Context: an optimization exercise on an open-source flow, tuned for small area, a short achievable clock period and few clock cycles per item. The choices shown serve that exercise and are no tape-out recipe.
Function was checked by simulation only, so behaviour that the tests miss may differ from the original.

**flow/constraint.sdc**
```tcl
create_clock -name core_clock -period 6.0 [get_ports {clk}]
set_input_delay 1.2000 -clock core_clock [delete_from_list [all_inputs] [get_ports {clk}]]
set_output_delay 1.2000 -clock core_clock [all_outputs]
set_load 0.01 [all_outputs]
```
**flow/design.v**
```verilog
`default_nettype none
package ptns_pkg;
    localparam int TUNE_DEPTH_DEFAULT = 64;
    localparam int WORD_W     = 32;
    localparam int HALF_W     = 16;
    localparam int BYTE_W     = 8;
    localparam int CMD_W      = 2;
    localparam int VOLUME_W   = 2;
    localparam int ELAPSED_W  = 18;
    localparam int CFG_IDX_W  = 1;
    localparam int CFG_DATA_W = 16;
    localparam int DIV_STEPS  = 16;
    localparam int DIV_CNT_W  = $clog2(DIV_STEPS + 1);
    localparam logic [HALF_W-1:0]    TONE_CLOCK    = 16'd50000;
    localparam logic [HALF_W-1:0]    STOP_COMPARE  = 16'd5001;
    localparam logic [HALF_W-1:0]    STOP_PERIOD   = 16'd5000;
    localparam logic [HALF_W-1:0]    FIXED_COMPARE = 16'd5000;
    localparam logic [HALF_W-1:0]    PERIOD_RESET  = 16'd999;
    localparam logic [HALF_W-1:0]    COMPARE_RESET = 16'd500;
    localparam logic [ELAPSED_W-1:0] ELAPSED_MAX   = 18'h3FFFF;
    localparam logic [VOLUME_W-1:0]  VOLUME_RESET  = 2'd3;
    localparam logic [HALF_W-1:0]    PAUSE_RESET   = 16'd1;
    localparam logic [VOLUME_W-1:0] VOL_FIXED   = 2'd0;
    localparam logic [VOLUME_W-1:0] VOL_EIGHTH  = 2'd1;
    localparam logic [VOLUME_W-1:0] VOL_QUARTER = 2'd2;
    localparam logic [VOLUME_W-1:0] VOL_HALF    = 2'd3;
    localparam logic [CFG_IDX_W-1:0] CFG_VOLUME = 1'd0;
    localparam logic [CFG_IDX_W-1:0] CFG_PAUSE  = 1'd1;
    typedef enum logic [CMD_W-1:0] {
        CMD_LOAD = 2'd0,
        CMD_PLAY = 2'd1,
        CMD_TICK = 2'd2
    } cmd_code_t;
    typedef struct packed {
        logic [CMD_W-1:0]  command;
        logic [BYTE_W-1:0] word_address;
        logic [WORD_W-1:0] note_word;
        logic [BYTE_W-1:0] tune_start;
        logic [BYTE_W-1:0] request_priority;
    } in_item_t;
    typedef struct packed {
        logic              timer_enable;
        logic [HALF_W-1:0] period;
        logic [HALF_W-1:0] compare;
        logic              counter_restart;
        logic              pin_forced_low;
        logic              note_active;
        logic [BYTE_W-1:0] current_priority;
        logic [BYTE_W-1:0] note_index;
    } out_item_t;
    typedef struct packed {
        logic latch_in;
        logic play_take;
        logic tick_count;
        logic stop;
        logic addr_fetch;
        logic addr_load;
        logic reduce_step;
        logic mem_write;
        logic mem_read;
        logic apply_note;
        logic div_start;
        logic div_step;
        logic div_finish;
        logic out_load;
    } ctl_cmd_t;
    typedef struct packed {
        cmd_code_t command;
        logic      prio_ok;
        logic      expire;
        logic      addr_over;
        logic      tone_normal;
        logic      div_done;
        logic      out_busy;
    } ctl_status_t;
endpackage
`default_nettype wire
`default_nettype none
module ptns_ram #(
    parameter int WIDTH = 32,
    parameter int DEPTH = 256
) (
    input  wire logic                     clk,
    input  wire logic                     we,
    input  wire logic                     re,
    input  wire logic [$clog2(DEPTH)-1:0] addr,
    input  wire logic [WIDTH-1:0]         wdata,
    output logic      [WIDTH-1:0]         rdata
);
    logic [WIDTH-1:0] mem [DEPTH];
    always_ff @(posedge clk)
    begin
        if (we)
        begin
            mem[addr] <= wdata;
        end
        if (re)
        begin
            rdata <= mem[addr];
        end
    end
endmodule
`default_nettype wire
`default_nettype none
module ptns_ctrl (
    input  wire logic                  clk,
    input  wire logic                  rst_n,
    input  wire logic                  in_valid,
    output logic                       in_ready,
    input  wire ptns_pkg::ctl_status_t status,
    output ptns_pkg::ctl_cmd_t         cmd
);
    typedef enum logic [3:0] {
        ST_IDLE,
        ST_DISPATCH,
        ST_CHECK,
        ST_FETCH_ADDR,
        ST_REDUCE,
        ST_WRITE,
        ST_READ,
        ST_APPLY,
        ST_DIV,
        ST_DONE
    } state_t;
    state_t state_reg;
    state_t state_next;
    always_ff @(posedge clk or negedge rst_n)
    begin
        if (!rst_n)
        begin
            state_reg <= ST_IDLE;
        end
        else
        begin
            state_reg <= state_next;
        end
    end
    always_comb
    begin
        state_next = state_reg;
        cmd        = '0;
        in_ready   = 1'b0;
        unique case (state_reg)
            ST_IDLE:
            begin
                in_ready = 1'b1;
                if (in_valid)
                begin
                    cmd.latch_in = 1'b1;
                    state_next   = ST_DISPATCH;
                end
            end
            ST_DISPATCH:
            begin
                unique case (status.command)
                    ptns_pkg::CMD_LOAD:
                    begin
                        cmd.addr_load = 1'b1;
                        state_next    = ST_REDUCE;
                    end
                    ptns_pkg::CMD_PLAY:
                    begin
                        if (status.prio_ok)
                        begin
                            cmd.play_take = 1'b1;
                            state_next    = ST_FETCH_ADDR;
                        end
                        else
                        begin
                            state_next = ST_DONE;
                        end
                    end
                    ptns_pkg::CMD_TICK:
                    begin
                        cmd.tick_count = 1'b1;
                        state_next     = ST_CHECK;
                    end
                    default:
                    begin
                        state_next = ST_DONE;
                    end
                endcase
            end
            ST_CHECK:
            begin
                if (status.expire)
                begin
                    cmd.stop   = 1'b1;
                    state_next = ST_FETCH_ADDR;
                end
                else
                begin
                    state_next = ST_DONE;
                end
            end
            ST_FETCH_ADDR:
            begin
                cmd.addr_fetch = 1'b1;
                state_next     = ST_REDUCE;
            end
            ST_REDUCE:
            begin
                if (status.addr_over)
                begin
                    cmd.reduce_step = 1'b1;
                end
                else if (status.command == ptns_pkg::CMD_LOAD)
                begin
                    state_next = ST_WRITE;
                end
                else
                begin
                    state_next = ST_READ;
                end
            end
            ST_WRITE:
            begin
                cmd.mem_write = 1'b1;
                state_next    = ST_DONE;
            end
            ST_READ:
            begin
                cmd.mem_read = 1'b1;
                state_next   = ST_APPLY;
            end
            ST_APPLY:
            begin
                cmd.apply_note = 1'b1;
                if (status.tone_normal)
                begin
                    cmd.div_start = 1'b1;
                    state_next    = ST_DIV;
                end
                else
                begin
                    state_next = ST_DONE;
                end
            end
            ST_DIV:
            begin
                if (status.div_done)
                begin
                    cmd.div_finish = 1'b1;
                    state_next     = ST_DONE;
                end
                else
                begin
                    cmd.div_step = 1'b1;
                end
            end
            ST_DONE:
            begin
                if (!status.out_busy)
                begin
                    cmd.out_load = 1'b1;
                    state_next   = ST_IDLE;
                end
            end
            default:
            begin
                state_next = ST_IDLE;
            end
        endcase
    end
endmodule
`default_nettype wire
`default_nettype none
module ptns_datapath #(
    parameter int TUNE_DEPTH = ptns_pkg::TUNE_DEPTH_DEFAULT
) (
    input  wire logic                             clk,
    input  wire logic                             rst_n,
    input  wire ptns_pkg::in_item_t               in_item,
    input  wire logic                             cfg_we,
    input  wire logic [ptns_pkg::CFG_IDX_W-1:0]   cfg_index,
    input  wire logic [ptns_pkg::CFG_DATA_W-1:0]  cfg_data,
    input  wire ptns_pkg::ctl_cmd_t               cmd,
    output ptns_pkg::ctl_status_t                 status,
    input  wire logic                             out_ready,
    output logic                                  out_valid,
    output ptns_pkg::out_item_t                   out_item
);
    localparam int AW     = $clog2(TUNE_DEPTH);
    localparam int ADDR_W = (AW + 1 > ptns_pkg::BYTE_W + 1) ? AW + 1 : ptns_pkg::BYTE_W + 1;
    localparam logic [ADDR_W-1:0] DEPTH_C = ADDR_W'(TUNE_DEPTH);
    localparam bit                DEPTH_POW2 = ((1 << AW) == TUNE_DEPTH);
    localparam logic [ADDR_W-1:0] ADDR_MASK  = DEPTH_POW2 ? ADDR_W'(TUNE_DEPTH - 1) : '1;
    localparam int HW = ptns_pkg::HALF_W;
    localparam int BW = ptns_pkg::BYTE_W;
    localparam int EW = ptns_pkg::ELAPSED_W;
    ptns_pkg::in_item_t                  in_reg,      in_next;
    logic [ptns_pkg::VOLUME_W-1:0]       volume_reg,  volume_next;
    logic [HW-1:0]                       pause_reg,   pause_next;
    logic [BW-1:0]                       base_reg,    base_next;
    logic [BW-1:0]                       offset_reg,  offset_next;
    logic [BW-1:0]                       prio_reg,    prio_next;
    logic [HW-1:0]                       len_reg,     len_next;
    logic [EW-1:0]                       elapsed_reg, elapsed_next;
    logic [HW-1:0]                       period_reg,  period_next;
    logic [HW-1:0]                       compare_reg, compare_next;
    logic                                running_reg, running_next;
    logic                                restart_reg, restart_next;
    logic                                stop_reg,    stop_next;
    logic [ADDR_W-1:0]                   addr_reg,    addr_next;
    logic [HW-1:0]                       rem_reg,     rem_next;
    logic [HW-1:0]                       quo_reg,     quo_next;
    logic [ptns_pkg::DIV_CNT_W-1:0]      cnt_reg,     cnt_next;
    logic                                ovalid_reg,  ovalid_next;
    ptns_pkg::out_item_t                 oitem_reg,   oitem_next;
    logic [ptns_pkg::WORD_W-1:0]         rd_data;
    logic [HW-1:0]                       tone;
    logic [HW-1:0]                       word_len;
    logic [HW:0]                         rem_sh;
    logic [HW:0]                         rem_diff;
    ptns_ram #(
        .WIDTH (ptns_pkg::WORD_W),
        .DEPTH (TUNE_DEPTH)
    ) u_tune_ram (
        .clk   (clk),
        .we    (cmd.mem_write),
        .re    (cmd.mem_read),
        .addr  (addr_reg[AW-1:0]),
        .wdata (in_reg.note_word),
        .rdata (rd_data)
    );
    assign tone     = rd_data[ptns_pkg::WORD_W-1:HW];
    assign word_len = rd_data[HW-1:0];
    assign rem_sh   = {rem_reg, quo_reg[HW-1]};
    assign rem_diff = rem_sh - {1'b0, tone};
    always_comb
    begin
        status.command     = ptns_pkg::cmd_code_t'(in_reg.command);
        status.prio_ok     = in_reg.request_priority >= prio_reg;
        status.expire      = (len_reg != '0) && (elapsed_reg > {1'b0, len_reg, 1'b0});
        status.addr_over   = addr_reg >= DEPTH_C;
        status.tone_normal = (tone != '0) && (tone != pause_reg);
        status.div_done    = cnt_reg == '0;
        status.out_busy    = ovalid_reg && !out_ready;
    end
    always_comb
    begin
        in_next      = in_reg;
        volume_next  = volume_reg;
        pause_next   = pause_reg;
        base_next    = base_reg;
        offset_next  = offset_reg;
        prio_next    = prio_reg;
        len_next     = len_reg;
        elapsed_next = elapsed_reg;
        period_next  = period_reg;
        compare_next = compare_reg;
        running_next = running_reg;
        restart_next = restart_reg;
        stop_next    = stop_reg;
        addr_next    = addr_reg;
        rem_next     = rem_reg;
        quo_next     = quo_reg;
        cnt_next     = cnt_reg;
        ovalid_next  = ovalid_reg && !out_ready;
        oitem_next   = oitem_reg;
        if (cfg_we)
        begin
            unique case (cfg_index)
                ptns_pkg::CFG_VOLUME: volume_next = cfg_data[ptns_pkg::VOLUME_W-1:0];
                ptns_pkg::CFG_PAUSE:  pause_next  = cfg_data[HW-1:0];
                default:              volume_next = volume_reg;
            endcase
        end
        if (cmd.latch_in)
        begin
            in_next      = in_item;
            restart_next = 1'b0;
            stop_next    = 1'b0;
        end
        if (cmd.play_take)
        begin
            prio_next   = in_reg.request_priority;
            base_next   = in_reg.tune_start;
            offset_next = '0;
        end
        if (cmd.tick_count && (elapsed_reg != ptns_pkg::ELAPSED_MAX))
        begin
            elapsed_next = elapsed_reg + 1'b1;
        end
        if (cmd.addr_load)
        begin
            addr_next = ADDR_W'(in_reg.word_address) & ADDR_MASK;
        end
        if (cmd.addr_fetch)
        begin
            addr_next = (ADDR_W'(base_reg) + ADDR_W'(offset_reg)) & ADDR_MASK;
        end
        if (cmd.reduce_step)
        begin
            addr_next = addr_reg - DEPTH_C;
        end
        if (cmd.stop || (cmd.apply_note && (tone == '0)))
        begin
            len_next     = '0;
            compare_next = ptns_pkg::STOP_COMPARE;
            period_next  = ptns_pkg::STOP_PERIOD;
            restart_next = 1'b1;
            running_next = 1'b0;
            stop_next    = 1'b1;
        end
        if (cmd.apply_note)
        begin
            offset_next = offset_reg + 1'b1;
            if (tone != '0)
            begin
                len_next     = word_len;
                elapsed_next = '0;
                if (tone == pause_reg)
                begin
                    compare_next = ptns_pkg::STOP_COMPARE;
                    running_next = 1'b0;
                end
            end
            if (word_len == '0)
            begin
                prio_next = '0;
            end
        end
        if (cmd.div_start)
        begin
            rem_next = '0;
            quo_next = ptns_pkg::TONE_CLOCK;
            cnt_next = ptns_pkg::DIV_CNT_W'(ptns_pkg::DIV_STEPS);
        end
        if (cmd.div_step)
        begin
            cnt_next = cnt_reg - 1'b1;
            if (rem_sh >= {1'b0, tone})
            begin
                rem_next = rem_diff[HW-1:0];
                quo_next = {quo_reg[HW-2:0], 1'b1};
            end
            else
            begin
                rem_next = rem_sh[HW-1:0];
                quo_next = {quo_reg[HW-2:0], 1'b0};
            end
        end
        if (cmd.div_finish)
        begin
            period_next  = quo_reg;
            restart_next = 1'b1;
            running_next = 1'b1;
            case (volume_reg)
                ptns_pkg::VOL_FIXED:   compare_next = ptns_pkg::FIXED_COMPARE;
                ptns_pkg::VOL_EIGHTH:  compare_next = quo_reg >> 3;
                ptns_pkg::VOL_QUARTER: compare_next = quo_reg >> 2;
                default:               compare_next = quo_reg >> 1;
            endcase
        end
        if (cmd.out_load)
        begin
            ovalid_next                 = 1'b1;
            oitem_next.timer_enable     = running_reg;
            oitem_next.period           = period_reg;
            oitem_next.compare          = compare_reg;
            oitem_next.counter_restart  = restart_reg;
            oitem_next.pin_forced_low   = stop_reg;
            oitem_next.note_active      = len_reg != '0;
            oitem_next.current_priority = prio_reg;
            oitem_next.note_index       = offset_reg;
        end
    end
    always_ff @(posedge clk or negedge rst_n)
    begin
        if (!rst_n)
        begin
            in_reg      <= '0;
            volume_reg  <= ptns_pkg::VOLUME_RESET;
            pause_reg   <= ptns_pkg::PAUSE_RESET;
            base_reg    <= '0;
            offset_reg  <= '0;
            prio_reg    <= '0;
            len_reg     <= '0;
            elapsed_reg <= '0;
            period_reg  <= ptns_pkg::PERIOD_RESET;
            compare_reg <= ptns_pkg::COMPARE_RESET;
            running_reg <= 1'b0;
            restart_reg <= 1'b0;
            stop_reg    <= 1'b0;
            addr_reg    <= '0;
            rem_reg     <= '0;
            quo_reg     <= '0;
            cnt_reg     <= '0;
            ovalid_reg  <= 1'b0;
            oitem_reg   <= '0;
        end
        else
        begin
            in_reg      <= in_next;
            volume_reg  <= volume_next;
            pause_reg   <= pause_next;
            base_reg    <= base_next;
            offset_reg  <= offset_next;
            prio_reg    <= prio_next;
            len_reg     <= len_next;
            elapsed_reg <= elapsed_next;
            period_reg  <= period_next;
            compare_reg <= compare_next;
            running_reg <= running_next;
            restart_reg <= restart_next;
            stop_reg    <= stop_next;
            addr_reg    <= addr_next;
            rem_reg     <= rem_next;
            quo_reg     <= quo_next;
            cnt_reg     <= cnt_next;
            ovalid_reg  <= ovalid_next;
            oitem_reg   <= oitem_next;
        end
    end
    assign out_valid = ovalid_reg;
    assign out_item  = oitem_reg;
endmodule
`default_nettype wire
`default_nettype none
module priority_tune_note_sequencer_unit #(
    parameter int TUNE_DEPTH = ptns_pkg::TUNE_DEPTH_DEFAULT
) (
    input  wire logic        clk,
    input  wire logic        rst_n,
    input  wire logic        req_valid,
    output logic             req_ready,
    input  wire logic [1:0]  req_command,
    input  wire logic [7:0]  req_word_address,
    input  wire logic [31:0] req_note_word,
    input  wire logic [7:0]  req_tune_start,
    input  wire logic [7:0]  req_request_priority,
    output logic             rsp_valid,
    input  wire logic        rsp_ready,
    output logic             rsp_timer_enable,
    output logic [15:0]      rsp_period,
    output logic [15:0]      rsp_compare,
    output logic             rsp_counter_restart,
    output logic             rsp_pin_forced_low,
    output logic             rsp_note_active,
    output logic [7:0]       rsp_current_priority,
    output logic [7:0]       rsp_note_index,
    input  wire logic        cfg_valid,
    output logic             cfg_ready,
    input  wire logic        cfg_index,
    input  wire logic [15:0] cfg_data
);
    ptns_pkg::ctl_cmd_t    cmd;
    ptns_pkg::ctl_status_t status;
    ptns_pkg::in_item_t    in_item;
    ptns_pkg::out_item_t   out_item;
    logic                  in_ready;
    logic                  out_valid;
    always_comb
    begin
        in_item.command          = req_command;
        in_item.word_address     = req_word_address;
        in_item.note_word        = req_note_word;
        in_item.tune_start       = req_tune_start;
        in_item.request_priority = req_request_priority;
    end
    assign req_ready = in_ready;
    assign cfg_ready = 1'b1;
    assign rsp_valid            = out_valid;
    assign rsp_timer_enable     = out_item.timer_enable;
    assign rsp_period           = out_item.period;
    assign rsp_compare          = out_item.compare;
    assign rsp_counter_restart  = out_item.counter_restart;
    assign rsp_pin_forced_low   = out_item.pin_forced_low;
    assign rsp_note_active      = out_item.note_active;
    assign rsp_current_priority = out_item.current_priority;
    assign rsp_note_index       = out_item.note_index;
    ptns_ctrl u_ctrl (
        .clk      (clk),
        .rst_n    (rst_n),
        .in_valid (req_valid),
        .in_ready (in_ready),
        .status   (status),
        .cmd      (cmd)
    );
    ptns_datapath #(
        .TUNE_DEPTH (TUNE_DEPTH)
    ) u_datapath (
        .clk       (clk),
        .rst_n     (rst_n),
        .in_item   (in_item),
        .cfg_we    (cfg_valid),
        .cfg_index (cfg_index),
        .cfg_data  (cfg_data),
        .cmd       (cmd),
        .status    (status),
        .out_ready (rsp_ready),
        .out_valid (out_valid),
        .out_item  (out_item)
    );
endmodule
`default_nettype wire
```
**flow/config.mk**
```make
export PLATFORM = sky130hd
export DESIGN_NAME = priority_tune_note_sequencer_unit
export DESIGN_NICKNAME = priority_tune_note_sequencer_unit
export VERILOG_FILES = /design/flow/design.v
export SDC_FILE = /design/flow/constraint.sdc
export NUM_CORES = 4
export LEC_CHECK = 0
export CAP_MARGIN = 20
export CORE_MARGIN = 2
export CORE_UTILIZATION = 40
export SLEW_MARGIN = 20
```
**flow/run.sh**
```bash
#!/bin/bash
# synth_recipe.tcl (not shown) runs the flow's synth.tcl, then flattens the netlist and writes it again
# the make line also repeats each setting of config.mk as NAME=value (left out here)
make -C /OpenROAD-flow-scripts/flow DESIGN_CONFIG=/design/flow/config.mk WORK_HOME=/design/flow/orfs CLKGATE_MAP_FILE= SYNTH_SCRIPT=/design/flow/synth_recipe.tcl finish
```
==> impl_metrics.ini <==
[routing]
detailroute.wirelength.met3_mm = 28.4
drt_iter0_markers = 8096
highest_routed_metal_layer = met5
drt-vias-per-instance = 6.15
post-route-drc-count = 0
route.final.wire_length_mm = 284
final_antenna_net_count = 0
route.layer.met1.wl_mm = 115
wl_per_cell_um = 32.3
first_pass_iters = 6
vias = 54200
routed-wl-met2_mm = 132

[sta]
post-route-period-util_pct = 75.9
maxClockFrequency_ghz = 0.220
setup_viol = 0
setup_tns_ps = 0
final-max-slew-violation-count = 0
grt_setup_unrepaired = no
worst-slew-pin-transition_ps = 1130
worst_clock_skew_ps = 55.3
hold_viol = 0
slew-limit-headroom_pct = 24.7
fin_worst_hold_slack_ps = 431
period_needed_ps = 4550

[logic_synthesis]
netlist_area_um2 = 92900
synth_top_area_cell = sky130_fd_sc_hd__edfxtp_1
synthesis.area_per_instance_um2 = 17.4
synth_top_cells_by_count = sky130_fd_sc_hd__edfxtp_1, sky130_fd_sc_hd__mux2_2, sky130_fd_sc_hd__a221oi_1
synth.most_common_cell = sky130_fd_sc_hd__edfxtp_1
syn-instance-count = 5345
synth.area.top_cells = sky130_fd_sc_hd__edfxtp_1, sky130_fd_sc_hd__dfrtp_1, sky130_fd_sc_hd__mux4_2
synthesis.nets = 5477
ys_async_sr_fraction_pct = 11.3
synth_enable_flop_cells = 2080
synth_sequential_area_ratio_pct = 74.5
synth_cell_types = 87
yosys_register_bits = 2346
synth_largest_type_area_fraction_pct = 67.3
synthFlopType = sky130_fd_sc_hd__edfxtp_1
ys_warn_count = 4

[setup_path]
arrival_ps = 5080
crit-reg2reg-capture = u_datapath.u_tune_ram.mem[56][30]$_DFFE_PP_
worstPathMaxFanout = 23
worstSetupStartpoint = u_datapath.addr_reg[0]$_DFFE_PN0P_
setup.worst_path.class = reg2reg
crit-reg2reg-launch = u_datapath.addr_reg[0]$_DFFE_PN0P_
endpoint_kind = flip-flop
worstRegToRegCells = 5
start_kind = flip-flop
r2r_slack_ps = 1450
worstPathRequired_ps = 6530

[cells_and_area]
area_growth_syn_to_layout_pct = 15.0
fraction_of_final_layout_cells_with_drive_strength_greater_than_1_pct = 21.1
seqCellArea_um2 = 69200
multiInputGateArea_um2 = 22200
post-route-util_pct = 46.3
fin_nets = 5723
largest_register_ffs = 2048
antennaDiodeCount = 0
final_layout_fill_cell_count = 19500

[power_and_ir_drop]
net-switching-power_uw = 19000
total_leakage_power_uw = 0.0354
clockPowerShare_pct = 27.6
combinational_share_of_power_pct = 31.7
share_of_power_burned_in_registers_pct = 40.8
power.density_nw_per_um2 = 503
ir_drop_uv = 418
report.power.total_uw = 53600
switching_share_pct = 35.4
cell_internal_pwr_uw = 34600

[clock_network]
clock_path_buffers = 3
cts.root.buffer_cell = sky130_fd_sc_hd__clkbuf_16
number_of_cts_inserted_buffers = 230
clock_tree.htree_level_count = 4
cts_tree = built
total_clock_sinks = 2346
clock_latency_ps = 910
cts.repair.resized = 0
cts.repair_timing.setup_buffer_count = 0
clkTransAtPathRegs_ps = 60
postCtsHoldBufs = 0

[floorplan]
ios = 135
die_outline_area_um2 = 236000
rows = 176
die_height_um = 486
die_width_um = 486
start_util_pct = 40.3
floorplan.core_area_um2 = 230000

[place]
buffer_ports.inserted = 129
final_hpwl_dp_mm = 167
gp_congestion = 0.874

[status]
status = timing/DRC/antenna clean

[hold_path]
min-delay-path-class = in2async

[global_routing]
grt_max_degree = 113
global_route.usage.total_pct = 23.6
wire_length_of_the_first_global_routing_pass_mm = 399
vias_in_the_first_global_route = 52000
grt_antenna_before_repair = 14
residual_overflow_from_global_routing = 0

[job]
max_cap_viol_count = 0
[layer usage]
metal	global-route usage (%)	vias up
met5	0	-
met4	7.11	6
met3	4.41	466
met2	37.3	3075
met1	33.2	28400
li1	-	22300
[metrics by stage]
| stage | instance area (um^2) | worst slack, ps | instances |
|---|---|---|---|
| after floorplan | 92900 | 2660 | 5345 |
| after global placement | 98900 | 1590 | 8382 |
| after detailed placement | 98900 | 1570 | 8384 |
| after CTS | 107000 | 1570 | 8813 |
| after global routing | 107000 | 1440 | 8814 |
| final | 107000 | 1450 | 8814 |
[how the worst max path moves through the flow]
stage	to
global placement	u_datapath.u_tune_ram.mem[16][28]$_DFFE_PP_
detailed placement	u_datapath.u_tune_ram.mem[56][30]$_DFFE_PP_
global route	u_datapath.u_tune_ram.mem[56][30]$_DFFE_PP_
floorplan	u_datapath.u_tune_ram.mem[13][0]$_DFFE_PP_
finish	u_datapath.u_tune_ram.mem[56][30]$_DFFE_PP_
CTS	u_datapath.u_tune_ram.mem[56][30]$_DFFE_PP_
[layout make-up]
cell class                      count  area share (%)
Clock buffer                      300            5.92
Timing Repair Buffer              367            3.30
Multi-Input combinational cell   2580            20.8
Tap cell                         3026            3.55
Sequential cell                  2346            64.8
Clock inverter                    129            1.36
Inverter                           66           0.244
[cells by family after synthesis]
family / share of synthesized area (%)
muxes: 9.62
xor gates and xnor gates: 0.462
adders and majority gates: 0.717
buffers and inverters: 2.31
and+or+nand+nor: 3.54
other: 0.00404
AOI/OAI and AO/OA: 8.89
DFF: 74.5
[power groups by stage]
stage	clock (uW)	combinational, uW	sequential (uW)
after floorplan	0	8730	22500
after global placement	0	16400	22200
after detailed placement	0	16700	22200
after CTS	14900	16700	21800
after global routing	15600	17700	22000
final	14800	17000	21900
[critical path, stage by stage (launching register included)]
cell and delay, ps:
sky130_fd_sc_hd__dfrtp_4 740, sky130_fd_sc_hd__or2_1 660, sky130_fd_sc_hd__nor2_4 770, sky130_fd_sc_hd__nand2_1 770, sky130_fd_sc_hd__nor2_4 760, sky130_fd_sc_hd__buf_4 430
[cells in the final DEF (no fill, tap or decap), types with 36 or more instances in the layout]
| cell | n |
|---|---|
| sky130_fd_sc_hd__a21oi_1 | 127 |
| sky130_fd_sc_hd__a221o_1 | 48 |
| sky130_fd_sc_hd__a221oi_1 | 270 |
| sky130_fd_sc_hd__a22o_1 | 42 |
| sky130_fd_sc_hd__a22oi_1 | 106 |
| sky130_fd_sc_hd__buf_4 | 201 |
| sky130_fd_sc_hd__clkbuf_1 | 43 |
| sky130_fd_sc_hd__clkbuf_16 | 233 |
| sky130_fd_sc_hd__clkdlybuf4s50_1 | 128 |
| sky130_fd_sc_hd__clkinv_2 | 52 |
| sky130_fd_sc_hd__dfrtp_1 | 214 |
| sky130_fd_sc_hd__edfxtp_1 | 2080 |
| sky130_fd_sc_hd__ha_1 | 50 |
| sky130_fd_sc_hd__inv_1 | 63 |
| sky130_fd_sc_hd__mux2_2 | 289 |
| sky130_fd_sc_hd__mux2i_1 | 199 |
| sky130_fd_sc_hd__mux4_2 | 159 |
| sky130_fd_sc_hd__nand2_1 | 217 |
| sky130_fd_sc_hd__nand3_1 | 61 |
| sky130_fd_sc_hd__nor2_1 | 185 |
| sky130_fd_sc_hd__nor2_4 | 69 |
| sky130_fd_sc_hd__o21ai_0 | 150 |
| sky130_fd_sc_hd__o22ai_1 | 106 |
| sky130_fd_sc_hd__xor2_1 | 36 |
Testbench counts, summed over its fixed seeds: cycles 29,905, items 6,112.

==> what the ideal ports hide <==
How much do the figures lean on ideal ports? The routed layout below was timed once more, with nothing changed but the port constraints.
Step 1: set_driving_cell puts a clkbuf_16 on clk and a buf_2 on each other input, an assumption about the parent block.
Step 2 times the ports against the registers' clock, not the clock port: input delays grow and output delays shrink by t, the midpoint of the rising clock arrivals with the driver on.
Slacks: ideal ports / drivers / drivers and shift; pairs: ideal ports / drivers.
shift t [ns]: 0.976
slack for setup (ns): 1.448 / 1.448 / 1.448
worst setup path at the end: register to register
worst slew at a driven data input, ns: 0.12
After both steps setup and hold are still met in this run. The setup slack of this run moves by 0.000 ns with the drivers and by 0.000 ns with both steps.
